This design comes from an exercise in tuning for small area on the open sky130 flow, not from production work.
Only the layout flow was run in this run; the RTL was not checked for function there.
In this run the design's own scripts or RTL, not TritonCTS, make the clock network.
The flow treats the clock pin as an ideal source. Dropping or thinning the clock tree relies on that and would not hold on a real chip.
Power and IR drop assume default switching activity.

==> design/flow/design.v <==
`timescale 1ns/1ns
package calc_cfg_pkg;
    localparam int DATA_W = 8;
    localparam int REG_DEPTH = 32;
    localparam int ADDR_W = $clog2(REG_DEPTH);
    localparam int SLOT_FIRST = 1;
    localparam int SLOT_LAST_BASE = 28;
    localparam int KEY_W = 4;
    localparam int LED_W = 16;
endpackage
`timescale 1ns/1ns
package calc_ctrl_pkg;
    typedef enum logic [4:0] {
        wait_a    = 5'd0,
        check_a   = 5'd1,
        error_a   = 5'd2,
        store_a   = 5'd3,
        read_a    = 5'd4,
        show_a    = 5'd5,
        wait_op   = 5'd6,
        check_op  = 5'd7,
        error_op  = 5'd8,
        hold_op   = 5'd9,
        wait_b    = 5'd10,
        check_b   = 5'd11,
        error_b   = 5'd12,
        store_b   = 5'd13,
        read_b    = 5'd14,
        show_b    = 5'd15,
        wait_ent  = 5'd16,
        check_ent = 5'd17,
        error_ent = 5'd18,
        load      = 5'd19,
        compute   = 5'd20,
        store_res = 5'd21,
        read_res  = 5'd22,
        show_res  = 5'd23,
        next      = 5'd24
    } calc_step_e;
    localparam logic [3:0] key_max_digit = 4'd9;
    localparam logic [3:0] key_enter = 4'd15;
    typedef enum logic [3:0] {
        op_add = 4'd10,
        op_sub = 4'd11,
        op_and = 4'd12,
        op_or  = 4'd13,
        op_xor = 4'd14
    } alu_op_e;
endpackage
`timescale 1ns/1ns
`timescale 1ns/1ns
`timescale 1ns/1ns
`timescale 1ns/1ns
module calc_top(clk_i, reset_i, key_i, key_valid_i, led_o, disp_we_o, disp_data_o);
  input clk_i;
  wire clk_i;
  input reset_i;
  wire reset_i;
  input [3:0] key_i;
  wire [3:0] key_i;
  input key_valid_i;
  wire key_valid_i;
  output [15:0] led_o;
  wire [15:0] led_o;
  output disp_we_o;
  wire disp_we_o;
  output [7:0] disp_data_o;
  wire [7:0] disp_data_o;
  wire _000_;
  wire _001_;
  wire _002_;
  wire _003_;
  wire _004_;
  wire _005_;
  wire _006_;
  wire _007_;
  wire _008_;
  wire _009_;
  wire _010_;
  wire _011_;
  wire _012_;
  wire _013_;
  wire _014_;
  wire _015_;
  wire _016_;
  wire _017_;
  wire _018_;
  wire _019_;
  wire _020_;
  wire _021_;
  wire _022_;
  wire _023_;
  wire _024_;
  wire _025_;
  wire _026_;
  wire _027_;
  wire _028_;
  wire _029_;
  wire _030_;
  wire _031_;
  wire _032_;
  wire _033_;
  wire _034_;
  wire _035_;
  wire _036_;
  wire _037_;
  wire _038_;
  wire _039_;
  wire _040_;
  wire _041_;
  wire _042_;
  wire _043_;
  wire _044_;
  wire _045_;
  wire _046_;
  wire _047_;
  wire _048_;
  wire _049_;
  wire _050_;
  wire _051_;
  wire _052_;
  wire _053_;
  wire _054_;
  wire _055_;
  wire _056_;
  wire _057_;
  wire _058_;
  wire _059_;
  wire _060_;
  wire _061_;
  wire _062_;
  wire _063_;
  wire _064_;
  wire _065_;
  wire _066_;
  wire _067_;
  wire _068_;
  wire _069_;
  wire _070_;
  wire _071_;
  wire _072_;
  wire _073_;
  wire _074_;
  wire _075_;
  wire _076_;
  wire _077_;
  wire _078_;
  wire _079_;
  wire _080_;
  wire _081_;
  wire _082_;
  wire _083_;
  wire _084_;
  wire _085_;
  wire _086_;
  wire _087_;
  wire _088_;
  wire _089_;
  wire _090_;
  wire _091_;
  wire _092_;
  wire _093_;
  wire _094_;
  wire _095_;
  wire _096_;
  wire _097_;
  wire _098_;
  wire _099_;
  wire _100_;
  wire _101_;
  wire _102_;
  wire _103_;
  wire _104_;
  wire _105_;
  wire _106_;
  wire _107_;
  wire _108_;
  wire _109_;
  wire _110_;
  wire _111_;
  wire _112_;
  wire _113_;
  wire _114_;
  wire _115_;
  wire _116_;
  wire _117_;
  wire _118_;
  wire _119_;
  wire _120_;
  wire _121_;
  wire _122_;
  wire _123_;
  wire _124_;
  wire _125_;
  wire _126_;
  wire _127_;
  wire _128_;
  wire _129_;
  wire _130_;
  wire _131_;
  wire _132_;
  wire _133_;
  wire _134_;
  wire _135_;
  wire _136_;
  wire _137_;
  wire _138_;
  wire _139_;
  wire _140_;
  wire _141_;
  wire _142_;
  wire _143_;
  wire _144_;
  wire a_load;
  reg [3:0] a_q;
  reg [3:0] fill_q;
  wire is_next;
  reg key_ok_q;
  reg [3:0] key_q;
  wire op_load;
  reg [2:0] op_q;
  wire op_shown;
  reg [3:0] \ring_q[0] ;
  reg [3:0] \ring_q[1] ;
  reg [3:0] \ring_q[2] ;
  reg [3:0] \ring_q[3] ;
  reg [3:0] \ring_q[4] ;
  reg [3:0] \ring_q[5] ;
  reg [3:0] \ring_q[6] ;
  reg [3:0] \ring_q[7] ;
  reg [3:0] \ring_q[8] ;
  reg [3:0] \ring_q[9] ;
  wire [4:0] step_d;
  assign _095_ = 4'h8 >> { _094_, key_i[3] };
  assign _096_ = 4'h2 >> { _095_, led_o[15] };
  assign _097_ = 4'h1 >> key_i[2:1];
  assign _098_ = 4'h2 >> { _097_, key_i[3] };
  assign _099_ = 4'h2 >> { _094_, _141_ };
  assign _100_ = 4'h8 >> { _099_, _098_ };
  assign _101_ = 4'h1 >> { _098_, _141_ };
  assign _102_ = 4'h1 >> { _101_, led_o[15] };
  assign _103_ = 4'h4 >> { _102_, _100_ };
  assign _000_ = 4'h1 >> { _103_, _096_ };
  assign is_next = 4'h8 >> { led_o[14], led_o[15] };
  assign _104_ = 4'h1 >> { led_o[11], led_o[12] };
  assign _105_ = 4'h4 >> { _104_, led_o[13] };
  assign _106_ = 4'h2 >> { _105_, led_o[14] };
  assign op_shown = 4'he >> { _106_, led_o[15] };
  assign _107_ = 4'h8 >> { op_shown, op_q[1] };
  assign led_o[7] = 4'he >> { _107_, is_next };
  assign _108_ = 4'h8 >> { op_shown, op_q[0] };
  assign led_o[6] = 4'he >> { _108_, is_next };
  assign _109_ = 4'h2 >> { op_q[2], op_q[0] };
  assign _110_ = 4'h2 >> { _109_, key_q[2] };
  assign _111_ = 4'h4 >> { _109_, key_q[2] };
  assign _112_ = 4'h1 >> { _111_, _110_ };
  assign _113_ = 4'h2 >> { _112_, a_q[2] };
  assign _114_ = 4'h4 >> { _112_, a_q[2] };
  assign _115_ = 4'h4 >> { _109_, key_q[0] };
  assign _116_ = 4'h8 >> { key_q[0], a_q[0] };
  assign _117_ = 4'h1 >> { _116_, _115_ };
  assign _118_ = 4'h2 >> { key_q[1], a_q[1] };
  assign _119_ = 4'h4 >> { key_q[1], a_q[1] };
  assign _120_ = 4'h1 >> { _119_, _118_ };
  assign _121_ = 4'h4 >> { _120_, _109_ };
  assign _122_ = 4'h2 >> { _120_, _109_ };
  assign _123_ = 4'h1 >> { _122_, _121_ };
  assign _124_ = 4'h4 >> { _123_, _117_ };
  assign _125_ = 4'h2 >> { _123_, a_q[1] };
  assign _126_ = 4'h1 >> { _125_, _124_ };
  assign _127_ = 4'h1 >> { _126_, _114_ };
  assign _128_ = 4'h1 >> { _127_, _113_ };
  assign _129_ = 4'h2 >> { key_q[3], a_q[3] };
  assign _130_ = 4'h4 >> { key_q[3], a_q[3] };
  assign _131_ = 4'h1 >> { _130_, _129_ };
  assign _132_ = 4'h4 >> { _131_, _109_ };
  assign _133_ = 4'h2 >> { _131_, _109_ };
  assign _134_ = 4'h1 >> { _133_, _132_ };
  assign _135_ = 4'h4 >> { _134_, _128_ };
  assign _136_ = 4'h2 >> { _134_, a_q[3] };
  assign _137_ = 4'h1 >> { _136_, _135_ };
  assign _138_ = 4'h1 >> { _137_, _109_ };
  assign _139_ = 4'h8 >> { _137_, _109_ };
  assign _140_ = 4'h1 >> { _139_, _138_ };
  assign _141_ = 4'h8 >> led_o[13:12];
  assign _142_ = 4'h2 >> { led_o[14], led_o[15] };
  assign _143_ = 4'h8 >> { _142_, _141_ };
  assign _144_ = 4'h4 >> { _143_, op_q[2] };
  assign disp_data_o[4] = 4'h4 >> { _144_, _140_ };
  assign _003_ = 4'h4 >> op_q[2:1];
  assign _004_ = 4'h8 >> { _003_, _113_ };
  assign _005_ = 4'h1 >> { _126_, op_q[2] };
  assign _006_ = 4'h1 >> { _005_, _004_ };
  assign _007_ = 4'h4 >> { _003_, op_q[0] };
  assign _008_ = 4'h1 >> { _007_, _113_ };
  assign _009_ = 4'h4 >> { _008_, _114_ };
  assign _010_ = 4'h1 >> { _009_, _006_ };
  assign _011_ = 4'h8 >> { _009_, _006_ };
  assign _012_ = 4'h2 >> { _011_, _143_ };
  assign _013_ = 4'h4 >> { _012_, _010_ };
  assign _014_ = 4'h2 >> { led_o[12], led_o[14] };
  assign _015_ = 4'h4 >> { led_o[12], led_o[14] };
  assign _016_ = 4'h2 >> { _015_, led_o[13] };
  assign _017_ = 4'h4 >> { _016_, _014_ };
  assign _018_ = 4'h1 >> { _017_, led_o[15] };
  assign _019_ = 4'h8 >> { fill_q[0], fill_q[1] };
  assign _020_ = 4'h8 >> { fill_q[2], fill_q[3] };
  assign _021_ = 4'h8 >> { _020_, _019_ };
  assign _022_ = 4'h8 >> { _021_, \ring_q[0] [2] };
  assign _023_ = 4'h8 >> { _022_, _018_ };
  assign _024_ = 4'h2 >> { _018_, key_q[2] };
  assign _025_ = 4'h1 >> { _024_, _143_ };
  assign _026_ = 4'h4 >> { _025_, _023_ };
  assign disp_data_o[2] = 4'h1 >> { _026_, _013_ };
  assign _027_ = 4'h1 >> { _117_, op_q[2] };
  assign _028_ = 4'h8 >> { _003_, _125_ };
  assign _029_ = 4'h1 >> { _028_, _027_ };
  assign _030_ = 4'h2 >> { _007_, _123_ };
  assign _031_ = 4'h8 >> { _030_, _029_ };
  assign _032_ = 4'h1 >> { _030_, _029_ };
  assign _033_ = 4'h2 >> { _032_, _143_ };
  assign _034_ = 4'h4 >> { _033_, _031_ };
  assign _035_ = 4'h8 >> { _021_, \ring_q[0] [1] };
  assign _036_ = 4'h8 >> { _035_, _018_ };
  assign _037_ = 4'h2 >> { _018_, key_q[1] };
  assign _038_ = 4'h1 >> { _037_, _143_ };
  assign _039_ = 4'h4 >> { _038_, _036_ };
  assign disp_data_o[1] = 4'h1 >> { _039_, _034_ };
  assign _040_ = 4'h2 >> { _018_, key_q[0] };
  assign _041_ = 4'h8 >> { _021_, \ring_q[0] [0] };
  assign _042_ = 4'h8 >> { _041_, _018_ };
  assign _043_ = 4'h1 >> { _042_, _040_ };
  assign _044_ = 4'h1 >> { _043_, _143_ };
  assign _045_ = 4'h4 >> { _007_, _116_ };
  assign _046_ = 4'h2 >> { _003_, _116_ };
  assign _047_ = 4'h1 >> { key_q[0], a_q[0] };
  assign _048_ = 4'h2 >> { _047_, _143_ };
  assign _049_ = 4'h4 >> { _048_, _046_ };
  assign _050_ = 4'h4 >> { _049_, _045_ };
  assign disp_data_o[0] = 4'he >> { _050_, _044_ };
  assign _051_ = 4'h1 >> { fill_q[0], fill_q[1] };
  assign _052_ = 4'h1 >> { fill_q[2], fill_q[3] };
  assign _002_ = 4'hb >> { _052_, _051_ };
  assign _053_ = 4'h8 >> { led_o[11], led_o[12] };
  assign _054_ = 4'h1 >> { led_o[11], led_o[14] };
  assign _055_ = 4'h1 >> { _054_, _053_ };
  assign _056_ = 4'h4 >> { _014_, led_o[11] };
  assign _057_ = 4'h1 >> { _056_, _053_ };
  assign _058_ = 4'h2 >> { _142_, led_o[13] };
  assign _059_ = 4'h4 >> { _058_, _057_ };
  assign _060_ = 4'h2 >> { _059_, _141_ };
  assign step_d[1] = 4'he >> { _060_, _055_ };
  assign _061_ = 4'h4 >> { _015_, led_o[13] };
  assign _062_ = 4'h1 >> { _061_, _014_ };
  assign _063_ = 4'h1 >> { _016_, key_valid_i };
  assign _064_ = 4'h1 >> { _063_, led_o[11] };
  assign _065_ = 4'h8 >> { key_ok_q, led_o[11] };
  assign _066_ = 4'h4 >> { _065_, _016_ };
  assign _067_ = 4'h1 >> { _066_, _143_ };
  assign _068_ = 4'h4 >> { _067_, _064_ };
  assign step_d[0] = 4'h2 >> { _068_, _062_ };
  assign op_load = 4'h1 >> { led_o[14], led_o[15] };
  assign _069_ = 4'h1 >> { _016_, led_o[15] };
  assign _001_ = 4'h8 >> { _069_, _064_ };
  assign _070_ = 4'h4 >> { _057_, led_o[13] };
  assign step_d[2] = 4'h1 >> { _070_, _059_ };
  assign _071_ = 4'h8 >> { _053_, led_o[13] };
  assign _072_ = 4'h8 >> { _071_, led_o[14] };
  assign _073_ = 4'h4 >> { _072_, led_o[15] };
  assign step_d[4] = 4'he >> { _073_, _142_ };
  assign _074_ = 4'h1 >> { _062_, led_o[11] };
  assign led_o[0] = 4'he >> { _074_, is_next };
  assign a_load = 4'h4 >> { op_load, led_o[12] };
  assign _075_ = 4'h8 >> { a_load, led_o[13] };
  assign _076_ = 4'h1 >> { _075_, _143_ };
  assign _077_ = 4'h2 >> { _076_, led_o[11] };
  assign disp_we_o = 4'he >> { _077_, _073_ };
  assign _078_ = 4'h8 >> { op_shown, op_q[2] };
  assign led_o[8] = 4'he >> { _078_, is_next };
  assign disp_data_o[5] = 4'h8 >> { _143_, _139_ };
  assign _079_ = 4'h8 >> { _003_, _136_ };
  assign _080_ = 4'h1 >> { _128_, op_q[2] };
  assign _081_ = 4'h1 >> { _080_, _079_ };
  assign _082_ = 4'h2 >> { _007_, _134_ };
  assign _083_ = 4'h8 >> { _082_, _081_ };
  assign _084_ = 4'h1 >> { _082_, _081_ };
  assign _085_ = 4'h2 >> { _084_, _143_ };
  assign _086_ = 4'h4 >> { _085_, _083_ };
  assign _087_ = 4'h8 >> { _021_, \ring_q[0] [3] };
  assign _088_ = 4'h8 >> { _087_, _018_ };
  assign _089_ = 4'h2 >> { _018_, key_q[3] };
  assign _090_ = 4'h1 >> { _089_, _143_ };
  assign _091_ = 4'h4 >> { _090_, _088_ };
  assign disp_data_o[3] = 4'h1 >> { _091_, _086_ };
  assign _092_ = 4'h1 >> { _071_, _106_ };
  assign step_d[3] = 4'h1 >> { _092_, _072_ };
  assign _093_ = 4'h8 >> key_i[2:1];
  assign _094_ = 4'h8 >> { _093_, key_i[0] };
  always @(posedge clk_i)
    if (is_next) \ring_q[6] [0] <= \ring_q[7] [0];
  always @(posedge clk_i)
    if (is_next) \ring_q[6] [1] <= \ring_q[7] [1];
  always @(posedge clk_i)
    if (is_next) \ring_q[6] [2] <= \ring_q[7] [2];
  always @(posedge clk_i)
    if (is_next) \ring_q[6] [3] <= \ring_q[7] [3];
  always @(posedge clk_i)
    if (is_next) \ring_q[5] [0] <= \ring_q[6] [0];
  always @(posedge clk_i)
    if (is_next) \ring_q[5] [1] <= \ring_q[6] [1];
  always @(posedge clk_i)
    if (is_next) \ring_q[5] [2] <= \ring_q[6] [2];
  always @(posedge clk_i)
    if (is_next) \ring_q[5] [3] <= \ring_q[6] [3];
  always @(posedge clk_i)
    if (is_next) \ring_q[4] [0] <= \ring_q[5] [0];
  always @(posedge clk_i)
    if (is_next) \ring_q[4] [1] <= \ring_q[5] [1];
  always @(posedge clk_i)
    if (is_next) \ring_q[4] [2] <= \ring_q[5] [2];
  always @(posedge clk_i)
    if (is_next) \ring_q[4] [3] <= \ring_q[5] [3];
  always @(posedge clk_i)
    if (is_next) \ring_q[3] [0] <= \ring_q[4] [0];
  always @(posedge clk_i)
    if (is_next) \ring_q[3] [1] <= \ring_q[4] [1];
  always @(posedge clk_i)
    if (is_next) \ring_q[3] [2] <= \ring_q[4] [2];
  always @(posedge clk_i)
    if (is_next) \ring_q[3] [3] <= \ring_q[4] [3];
  always @(posedge clk_i)
    if (is_next) \ring_q[2] [0] <= \ring_q[3] [0];
  always @(posedge clk_i)
    if (is_next) \ring_q[2] [1] <= \ring_q[3] [1];
  always @(posedge clk_i)
    if (is_next) \ring_q[2] [2] <= \ring_q[3] [2];
  always @(posedge clk_i)
    if (is_next) \ring_q[2] [3] <= \ring_q[3] [3];
  always @(posedge clk_i)
    if (is_next) \ring_q[1] [0] <= \ring_q[2] [0];
  always @(posedge clk_i)
    if (is_next) \ring_q[1] [1] <= \ring_q[2] [1];
  always @(posedge clk_i)
    if (is_next) \ring_q[1] [2] <= \ring_q[2] [2];
  always @(posedge clk_i)
    if (is_next) \ring_q[1] [3] <= \ring_q[2] [3];
  always @(posedge clk_i)
    if (is_next) \ring_q[0] [0] <= \ring_q[1] [0];
  always @(posedge clk_i)
    if (is_next) \ring_q[0] [1] <= \ring_q[1] [1];
  always @(posedge clk_i)
    if (is_next) \ring_q[0] [2] <= \ring_q[1] [2];
  always @(posedge clk_i)
    if (is_next) \ring_q[0] [3] <= \ring_q[1] [3];
  always @(posedge clk_i)
    if (op_load) op_q[0] <= key_q[0];
  always @(posedge clk_i)
    if (op_load) op_q[1] <= key_q[1];
  always @(posedge clk_i)
    if (op_load) op_q[2] <= key_q[2];
  always @(posedge clk_i, posedge reset_i)
    if (reset_i) fill_q[0] <= 1'h0;
    else if (is_next) fill_q[0] <= _002_;
  always @(posedge clk_i, posedge reset_i)
    if (reset_i) fill_q[1] <= 1'h0;
    else if (is_next) fill_q[1] <= fill_q[0];
  always @(posedge clk_i, posedge reset_i)
    if (reset_i) fill_q[2] <= 1'h0;
    else if (is_next) fill_q[2] <= fill_q[1];
  always @(posedge clk_i, posedge reset_i)
    if (reset_i) fill_q[3] <= 1'h0;
    else if (is_next) fill_q[3] <= fill_q[2];
  always @(posedge clk_i)
    if (a_load) a_q[0] <= key_q[0];
  always @(posedge clk_i)
    if (a_load) a_q[1] <= key_q[1];
  always @(posedge clk_i)
    if (a_load) a_q[2] <= key_q[2];
  always @(posedge clk_i)
    if (a_load) a_q[3] <= key_q[3];
  always @(posedge clk_i)
    if (_001_) key_q[0] <= key_i[0];
  always @(posedge clk_i)
    if (_001_) key_q[1] <= key_i[1];
  always @(posedge clk_i)
    if (_001_) key_q[2] <= key_i[2];
  always @(posedge clk_i)
    if (_001_) key_q[3] <= key_i[3];
  always @(posedge clk_i)
    if (is_next) \ring_q[7] [0] <= \ring_q[8] [0];
  always @(posedge clk_i)
    if (is_next) \ring_q[7] [1] <= \ring_q[8] [1];
  always @(posedge clk_i)
    if (is_next) \ring_q[7] [2] <= \ring_q[8] [2];
  always @(posedge clk_i)
    if (is_next) \ring_q[7] [3] <= \ring_q[8] [3];
  always @(posedge clk_i)
    if (is_next) \ring_q[9] [0] <= key_q[0];
  always @(posedge clk_i)
    if (is_next) \ring_q[9] [1] <= key_q[1];
  always @(posedge clk_i)
    if (is_next) \ring_q[9] [2] <= key_q[2];
  always @(posedge clk_i)
    if (is_next) \ring_q[9] [3] <= key_q[3];
  always @(posedge clk_i)
    if (is_next) \ring_q[8] [0] <= \ring_q[9] [0];
  always @(posedge clk_i)
    if (is_next) \ring_q[8] [1] <= \ring_q[9] [1];
  always @(posedge clk_i)
    if (is_next) \ring_q[8] [2] <= \ring_q[9] [2];
  always @(posedge clk_i)
    if (is_next) \ring_q[8] [3] <= \ring_q[9] [3];
  reg \led_o_reg[11] ;
  always @(posedge clk_i, posedge reset_i)
    if (reset_i) \led_o_reg[11]  <= 1'h0;
    else \led_o_reg[11]  <= step_d[0];
  assign led_o[11] = \led_o_reg[11] ;
  reg \led_o_reg[12] ;
  always @(posedge clk_i, posedge reset_i)
    if (reset_i) \led_o_reg[12]  <= 1'h0;
    else \led_o_reg[12]  <= step_d[1];
  assign led_o[12] = \led_o_reg[12] ;
  reg \led_o_reg[13] ;
  always @(posedge clk_i, posedge reset_i)
    if (reset_i) \led_o_reg[13]  <= 1'h0;
    else \led_o_reg[13]  <= step_d[2];
  assign led_o[13] = \led_o_reg[13] ;
  reg \led_o_reg[14] ;
  always @(posedge clk_i, posedge reset_i)
    if (reset_i) \led_o_reg[14]  <= 1'h0;
    else \led_o_reg[14]  <= step_d[3];
  assign led_o[14] = \led_o_reg[14] ;
  reg \led_o_reg[15] ;
  always @(posedge clk_i, posedge reset_i)
    if (reset_i) \led_o_reg[15]  <= 1'h0;
    else \led_o_reg[15]  <= step_d[4];
  assign led_o[15] = \led_o_reg[15] ;
  always @(posedge clk_i)
    key_ok_q <= _000_;
  assign disp_data_o[7:6] = { disp_data_o[5], disp_data_o[5] };
  assign { led_o[10:9], led_o[5:1] } = { is_next, op_shown, is_next, is_next, is_next, is_next, is_next };
endmodule
==> design/flow/flow/run.sh <==
#!/bin/bash
# Standard synthesis, then the standard layout steps with these changes:
#  - after floorplan, abc's buffers are removed, the logic is remapped for area
#    (restructure) and each logic cell is set to
#    the smallest drive of its family (placement repair upsizes where needed);
#  - the port buffers are the smallest buffer cell;
#  - the clock tree is three clkbuf_8, each driving a third of the registers
#    (balanced k-means clusters), fed from the clock port (flow/clock_tree.tcl).
set -uo pipefail
HERE=$(pwd)
bash standard.sh synth > synth.log 2>&1 || exit 1
export REMOVE_ABC_BUFFERS=1
export POST_FLOORPLAN_TCL=$HERE/flow/post_floorplan.tcl
export BUFFER_PORTS_ARGS="-buffer_cell sky130_fd_sc_hd__buf_1"
export PRE_CTS_TCL=$HERE/flow/clock_tree.tcl
export CTS_ARGS="-sink_clustering_enable -repair_clock_nets -dont_use_dummy_load -buf_list sky130_fd_sc_hd__clkbuf_4 -root_buf sky130_fd_sc_hd__clkbuf_4 -sink_clustering_size 20 -sink_clustering_max_diameter 100"
bash standard.sh finish > layout.log 2>&1
==> design/flow/flow/clock_tree.tcl <==
# Clock tree of K leaf buffers, each driving one k-means cluster of the
# registers, all fed straight from the clock port.
proc my_clock_tree {K master_name} {
  set db [ord::get_db]
  set block [ord::get_db_block]
  set master [$db findMaster $master_name]
  set clk [$block findNet clk_i]
  set sinks {}
  foreach it [$clk getITerms] {
    set inst [$it getInst]
    set xy [$inst getLocation]
    lappend sinks [list $it [expr {[lindex $xy 0] + [[$inst getMaster] getWidth]/2}] [expr {[lindex $xy 1] + [[$inst getMaster] getHeight]/2}]]
  }
  set n [llength $sinks]
  # k-means, seeded with sinks spread through the list sorted by x+y
  set sorted [lsort -real -index 1 $sinks]
  set cents {}
  for {set k 0} {$k < $K} {incr k} {
    set s [lindex $sorted [expr {int(($k + 0.5) * $n / $K)}]]
    lappend cents [list [lindex $s 1] [lindex $s 2]]
  }
  for {set iter 0} {$iter < 50} {incr iter} {
    # balanced assignment: closest (sink, centre) pairs first, at most cap per centre
    set cap [expr {int(ceil(double($n) / $K))}]
    set pairs {}
    set i 0
    foreach s $sinks {
      for {set k 0} {$k < $K} {incr k} {
        set c [lindex $cents $k]
        lappend pairs [list [expr {abs([lindex $s 1]-[lindex $c 0]) + abs([lindex $s 2]-[lindex $c 1])}] $i $k]
      }
      incr i
    }
    set assign [lrepeat $n -1]
    set cnt [lrepeat $K 0]
    foreach p [lsort -real -index 0 $pairs] {
      lassign $p d i k
      if {[lindex $assign $i] >= 0 || [lindex $cnt $k] >= $cap} { continue }
      lset assign $i $k
      lset cnt $k [expr {[lindex $cnt $k] + 1}]
    }
    set newc {}
    for {set k 0} {$k < $K} {incr k} {
      set sx 0; set sy 0; set m 0
      foreach s $sinks a $assign {
        if {$a == $k} { set sx [expr {$sx + [lindex $s 1]}]; set sy [expr {$sy + [lindex $s 2]}]; incr m }
      }
      if {$m > 0} { lappend newc [list [expr {$sx / $m}] [expr {$sy / $m}]] } else { lappend newc [lindex $cents $k] }
    }
    set cents $newc
  }
  for {set k 0} {$k < $K} {incr k} {
    set net [odb::dbNet_create $block "clknet_leaf_$k"]
    $net setSigType CLOCK
    set buf [odb::dbInst_create $block $master "clkbuf_leaf_$k"]
    [$buf findITerm A] connect $clk
    [$buf findITerm X] connect $net
    set c [lindex $cents $k]
    $buf setLocation [expr {int([lindex $c 0])}] [expr {int([lindex $c 1])}]
    $buf setPlacementStatus PLACED
    set m 0
    foreach s $sinks a $assign {
      if {$a == $k} { set it [lindex $s 0]; $it disconnect; $it connect $net; incr m }
    }
    puts "my_clock_tree: clkbuf_leaf_$k drives $m registers"
  }
}

# Used as PRE_CTS_TCL: ORFS's cts.tcl then calls this in place of TritonCTS,
# and goes on with its own placement legalisation and timing repair.
rename clock_tree_synthesis tritoncts_clock_tree_synthesis
proc clock_tree_synthesis {args} {
  my_clock_tree 3 sky130_fd_sc_hd__clkbuf_8
  set_propagated_clock [all_clocks]
}
==> design/flow/flow/downsize.tcl <==
# Swap each combinational cell for the smallest cell of the same family
# (same function, lower drive); later repair steps upsize where timing,
# slew or capacitance need it.
proc downsize_cells {} {
  set db [ord::get_db]
  set block [ord::get_db_block]
  set saved 0.0
  set n 0
  foreach inst [$block getInsts] {
    set m [$inst getMaster]
    set name [$m getName]
    if {![regexp {^sky130_fd_sc_hd__([a-z0-9]+)_([0-9]+)$} $name -> base drive]} { continue }
    if {[regexp {^(s?e?df|dl|tap|fill|decap|conb|diode|clkbuf|clkdly|dlygate|dlymetal|probe|lpflow)} $base]} { continue }
    set best $name
    set best_area [expr {[$m getWidth] * [$m getHeight]}]
    foreach lc [get_lib_cells */sky130_fd_sc_hd__${base}_*] {
      set cname [get_name $lc]
      if {![regexp "^sky130_fd_sc_hd__${base}_\[0-9\]+\$" $cname]} { continue }
      if {[get_property $lc dont_use]} { continue }
      set cm [$db findMaster $cname]
      if {$cm == "NULL"} { continue }
      set a [expr {[$cm getWidth] * [$cm getHeight]}]
      if {$a < $best_area} { set best $cname; set best_area $a }
    }
    if {$best ne $name} {
      set old [expr {[$m getWidth] * [$m getHeight]}]
      replace_cell [$inst getName] $best
      set saved [expr {$saved + ($old - $best_area) / 1e6}]
      incr n
    }
  }
  puts "downsize_cells: $n cells, [format %.2f $saved] um2 saved"
}
downsize_cells
==> design/flow/flow/post_floorplan.tcl <==
# After floorplan: remap the logic between registers and ports for area
# (OpenROAD's restructure, which runs abc), then set each logic cell to the
# smallest drive of its family; placement repair upsizes where needed.
set lib [lindex [glob $::env(PLATFORM_DIR)/lib/sky130_fd_sc_hd__tt_025C_1v80.lib] 0]
file mkdir $::env(OBJECTS_DIR)/restructure
restructure -target area -liberty_file $lib \
  -tielo_port sky130_fd_sc_hd__conb_1/LO -tiehi_port sky130_fd_sc_hd__conb_1/HI \
  -work_dir $::env(OBJECTS_DIR)/restructure
source [file join [file dirname [info script]] downsize.tcl]
==> design/flow/standard.sh <==
#!/bin/bash
# synth_recipe.tcl (not shown) runs the flow's synth.tcl, then flattens the netlist and writes it again
# the make line also repeats each setting of config.mk as NAME=value (left out here)
make -C /OpenROAD-flow-scripts/flow DESIGN_CONFIG=/design/flow/config.mk WORK_HOME=/design/flow/orfs CLKGATE_MAP_FILE= SYNTH_SCRIPT=/design/flow/synth_recipe.tcl "${@:-finish}"
==> design/flow/config.mk <==
export PLATFORM = sky130hd
export DESIGN_NAME = calc_top
export DESIGN_NICKNAME = calc_top
export VERILOG_FILES = /design/flow/design.v
export SDC_FILE = /design/flow/constraint.sdc
export NUM_CORES = 4
export LEC_CHECK = 0
export ABC_AREA = 1
export CAP_MARGIN = 20
export CORE_MARGIN = 2
export CORE_UTILIZATION = 75
export PLACE_DENSITY = 0.9
export SLEW_MARGIN = 20
==> design/flow/constraint.sdc <==
create_clock -name core_clock -period 10.0 [get_ports {clk_i}]
set_input_delay 2.0000 -clock core_clock [delete_from_list [all_inputs] [get_ports {clk_i}]]
set_output_delay 2.0000 -clock core_clock [all_outputs]
set_load 0.01 [all_outputs]
==> results.txt <==
[per-stage QoR]
stage	area, sq um	std cells
after floorplan	2504	207
after global placement	2571	249
after detailed placement	2571	249
after CTS	2613	252
after global routing	2613	252
final	2613	252
[final cells by class]
type	instances	area share [%]
plain buffers	3	1.580
flip-flops and latches	61	68.01
inverters	23	3.305
well taps	46	2.203
repair buffers	32	4.741
multi-input cells	87	20.16
[worst max path at each step]
stage / start / end / cells past startpoint
after global placement: led_o_reg[12] / disp_data_o[0] / 8
after detailed placement: flip-flop / disp_data_o[0] / 8
after floorplan: led_o_reg[14] / led_o[7] / 4
after global routing: led_o_reg[12] / disp_data_o[0] / 8
after CTS: led_o_reg[12] / disp_data_o[0] / 8
final: led_o_reg[12] / disp_data_o[0] / 8
[report_power, final]
| group | switching (mW) | internal, mW | total [mW] | leakage, nW |
|---|---|---|---|---|
| clock network | 0.0550 | 0.0280 | 0.0831 | 0.0216 |
| logic | 0.203 | 0.103 | 0.307 | 0.240 |
| registers | 0.0558 | 0.358 | 0.414 | 0.584 |
[worst max-delay path: cells and delay by family, from the launching register on]
family,cells,cell delay [ns]
compound gates,2,0.55
flops,1,0.50
simple gates,2,0.94
buf+inv,4,0.87
[synthesized netlist by cell type]
library cell / count / share of area (%)
nor2_1: 27 / 3.9
nor3_1: 3 / 0.57
inv_2: 5 / 0.72
a22o_1: 1 / 0.33
nand3b_1: 1 / 0.29
nand3_1: 14 / 2.7
o21ai_2: 1 / 0.33
edfxtp_1: 51 / 59
nand2_1: 30 / 4.3
ha_1: 1 / 0.48
dfxtp_1: 1 / 0.77
a21oi_2: 1 / 0.33
o21ai_1: 2 / 0.38
buf_4: 15 / 4.3
o31ai_1: 1 / 0.29
a31oi_1: 1 / 0.24
a22oi_1: 1 / 0.29
nand4_1: 3 / 0.72
nor3_2: 1 / 0.38
dfrtp_1: 9 / 8.6
and3_4: 1 / 0.43
o21ai_0: 7 / 1.3
nand3_2: 1 / 0.38
nor2_2: 1 / 0.24
a41oi_1: 1 / 0.33
nand2_2: 2 / 0.48
xnor2_1: 1 / 0.33
a311o_1: 1 / 0.38
a221oi_1: 3 / 1.0
a21oi_1: 12 / 2.3
nor2_4: 2 / 0.86
inv_1: 20 / 2.9
xor2_2: 1 / 0.62
[placed cells by master (no fill, tap or decap), drive strengths merged, types with 2 or more instances in the layout]
cell     instances
edfxtp          51
buf             32
clkinv          23
nor2            17
o21ai           10
dfrtp            9
nand2            8
nor3             6
o21a             5
a21oi            4
a2bb2oi          4
a31oi            4
clkbuf           3
a22oi            3
o22ai            3
a221oi           2
a22o             2
nor2b            2
o32ai            2
or3              2
[logic make-up after synthesis]
| logic type | Yosys count |
|---|---|
| and+or+nand+nor | 86 |
| xor gates and xnor gates | 2 |
| DFF | 61 |
| adders and majority gates | 1 |
| AOI/OAI and AO/OA | 32 |
| buffers and inverters | 40 |
[per-layer routing]
layer | up-vias | GRT usage, % | wire length, um
met1 | 760 | 32.15 | 1821
met5 | - | 0 | 0
met4 | 0 | 4.444 | 134
met3 | 21 | 1.429 | 288
li1 | 722 | - | -
met2 | 82 | 41.09 | 2301
==> results.sh <==
export IMPL_drt_iter0_drc=202
export IMPL_clk_pin_slew_ns=0.11
export IMPL_grt_max_degree=53
export IMPL_clock_skew_ns=0.006176
export IMPL_synth_compound_area_share_pct=7.556
export IMPL_cp_required_ns=8.00
export IMPL_fin_nets=215
export IMPL_via_per_inst=6.290
export IMPL_hold_depth=0
export IMPL_grt_pass1_vias=1469
export IMPL_p_per_area_nw_per_um2=307.7
export IMPL_place_gp_congestion=0.9543
export IMPL_largest_register="ring_q"
export IMPL_cts_resized_gates=0
export IMPL_cp_end_kind="output pin"
export IMPL_grt_pass1_wl_um=7127
export IMPL_vias=1585
export IMPL_drt_wl_total_um=4545
export IMPL_hold_path_class="flip-flop to flip-flop"
export IMPL_power_leakage_nw=0.8456
export IMPL_dieArea_sq_um=3977
export IMPL_largest_reg_flops=40
export IMPL_rr_worst_depth=6
export IMPL_seq_area_sq_um=1777
export IMPL_max_freq_mhz=199.2
export IMPL_start_util_pct=78.40
export IMPL_regToRegEndpoint="led_o_reg[11]"
export IMPL_synth_top_family_by_area="simple AND/OR/NAND/NOR gates"
export IMPL_min_delay_start="ring_q[7][3]"
export IMPL_yosys_area_share_simple_pct=15.21
export IMPL_finalCritPeriodShare_pct=50.20
export IMPL_netlist_cell_type_count=33
export IMPL_maxSlewViolCount=0
export IMPL_tightestPinTransition_ns=0.8444
export IMPL_ys_seq_area_share_pct=67.91
export IMPL_grtUsageTotal_pct=23.05
export IMPL_port_buffers=31
export IMPL_postLayoutCoreUtil_pct=78.29
export IMPL_p_total_uw=803.7
export IMPL_num_antenna_cells=0
export IMPL_fin_tns_setup_ns=0
export IMPL_clkLatencyLatePin_ns=0.17
export IMPL_crit_slowest_cell="nor3_1"
export IMPL_startpoint_type="flip-flop"
export IMPL_critPathMostFrequentCell="clkinv_1"
export IMPL_syn_inst=222
export IMPL_synth_area_mux_share_pct=0
export IMPL_status="finished clean"
export IMPL_drive_gt1_share_pct=2.427
export IMPL_synth_xor_area_share_pct=0.9565
export IMPL_grt_setup_unrepaired="no"
export IMPL_ios=32
export IMPL_slowest_delay_ns=0.68
export IMPL_setup_viol=0
export IMPL_hpwlAfterDp_um=3124
export IMPL_crit_chain="clkinv_1 -> nor2_1 -> clkinv_1 -> nor3_1 -> clkinv_1 -> a2111o_1 -> o21ai_0 -> buf_1"
export IMPL_hold_end="ring_q[6][3]"
export IMPL_path_max_fanout=8
export IMPL_period_minus_slack_ns=5.020
export IMPL_firstDrtPassIters=5
export IMPL_ys_warn_count=1
export IMPL_die_width_um=63.06
export IMPL_multi_input_area_sq_um=526.8
export IMPL_area_delta_synth_final_pct=-0.1433
export IMPL_fin_hold_ws_ns=0.4303
export IMPL_gr_total_overflow=0
export IMPL_r2r_start="led_o_reg[12]"
export IMPL_post_cts_setup_buffers=0
export IMPL_synth_fa_ha_area_share_pct=0.4782
export IMPL_ant_nets=0
export IMPL_postCtsHoldBufs=0
export IMPL_die_h_um=63.06
export IMPL_finalWorstSetupSlack_ns=4.980
export IMPL_core_sq_um=3337
export IMPL_hold_viol=0
export IMPL_critPathArrivalTime_ns=3.02
export IMPL_wire_per_inst_um=18.04
export IMPL_antenna_found_initial=0
export IMPL_rows=21
export IMPL_critical_path_class="flip-flop to output pin"
export IMPL_relSlewSlack_pct=43.27
export IMPL_ir_drop_mv=0.2182
export IMPL_ys_ff_latch=61
export IMPL_ff2ff_setup_slack_ns=7.58
export IMPL_syn_area_sq_um=2616
export IMPL_maxCapViolations=0
export IMPL_syn_avg_cell_area_sq_um=11.78
export IMPL_place_worst_setup_slack_ns=5.269
export IMPL_route_detailed_drc=0
export IMPL_fill_cells=209

afterwards: timing with drivers on the ports:
In the flow no input, the clock included, has a driving cell. The finished layout below was timed again as built, in two steps. Step 1: set_driving_cell puts a clkbuf_16 on clk_i and a buf_2 on each other input, an assumption about the parent block. Step 2 also shifts input and output timing later by t, the mid clock arrival at the registers, as if the neighbouring blocks saw the same clock. Three values: no drivers, after step 1, after step 2; two values: the first two.
t, ns: 0.206
slack for setup (ns): 4.980 / 4.936 / 5.142
clock arrival spread, ns: 0.006 / 0.007
worst slew at a driven data input, ns: 0.03
After both steps setup and hold are still met in this run. For this run, drivers alone change the setup slack by -0.044 ns; drivers and shift together by +0.162 ns.
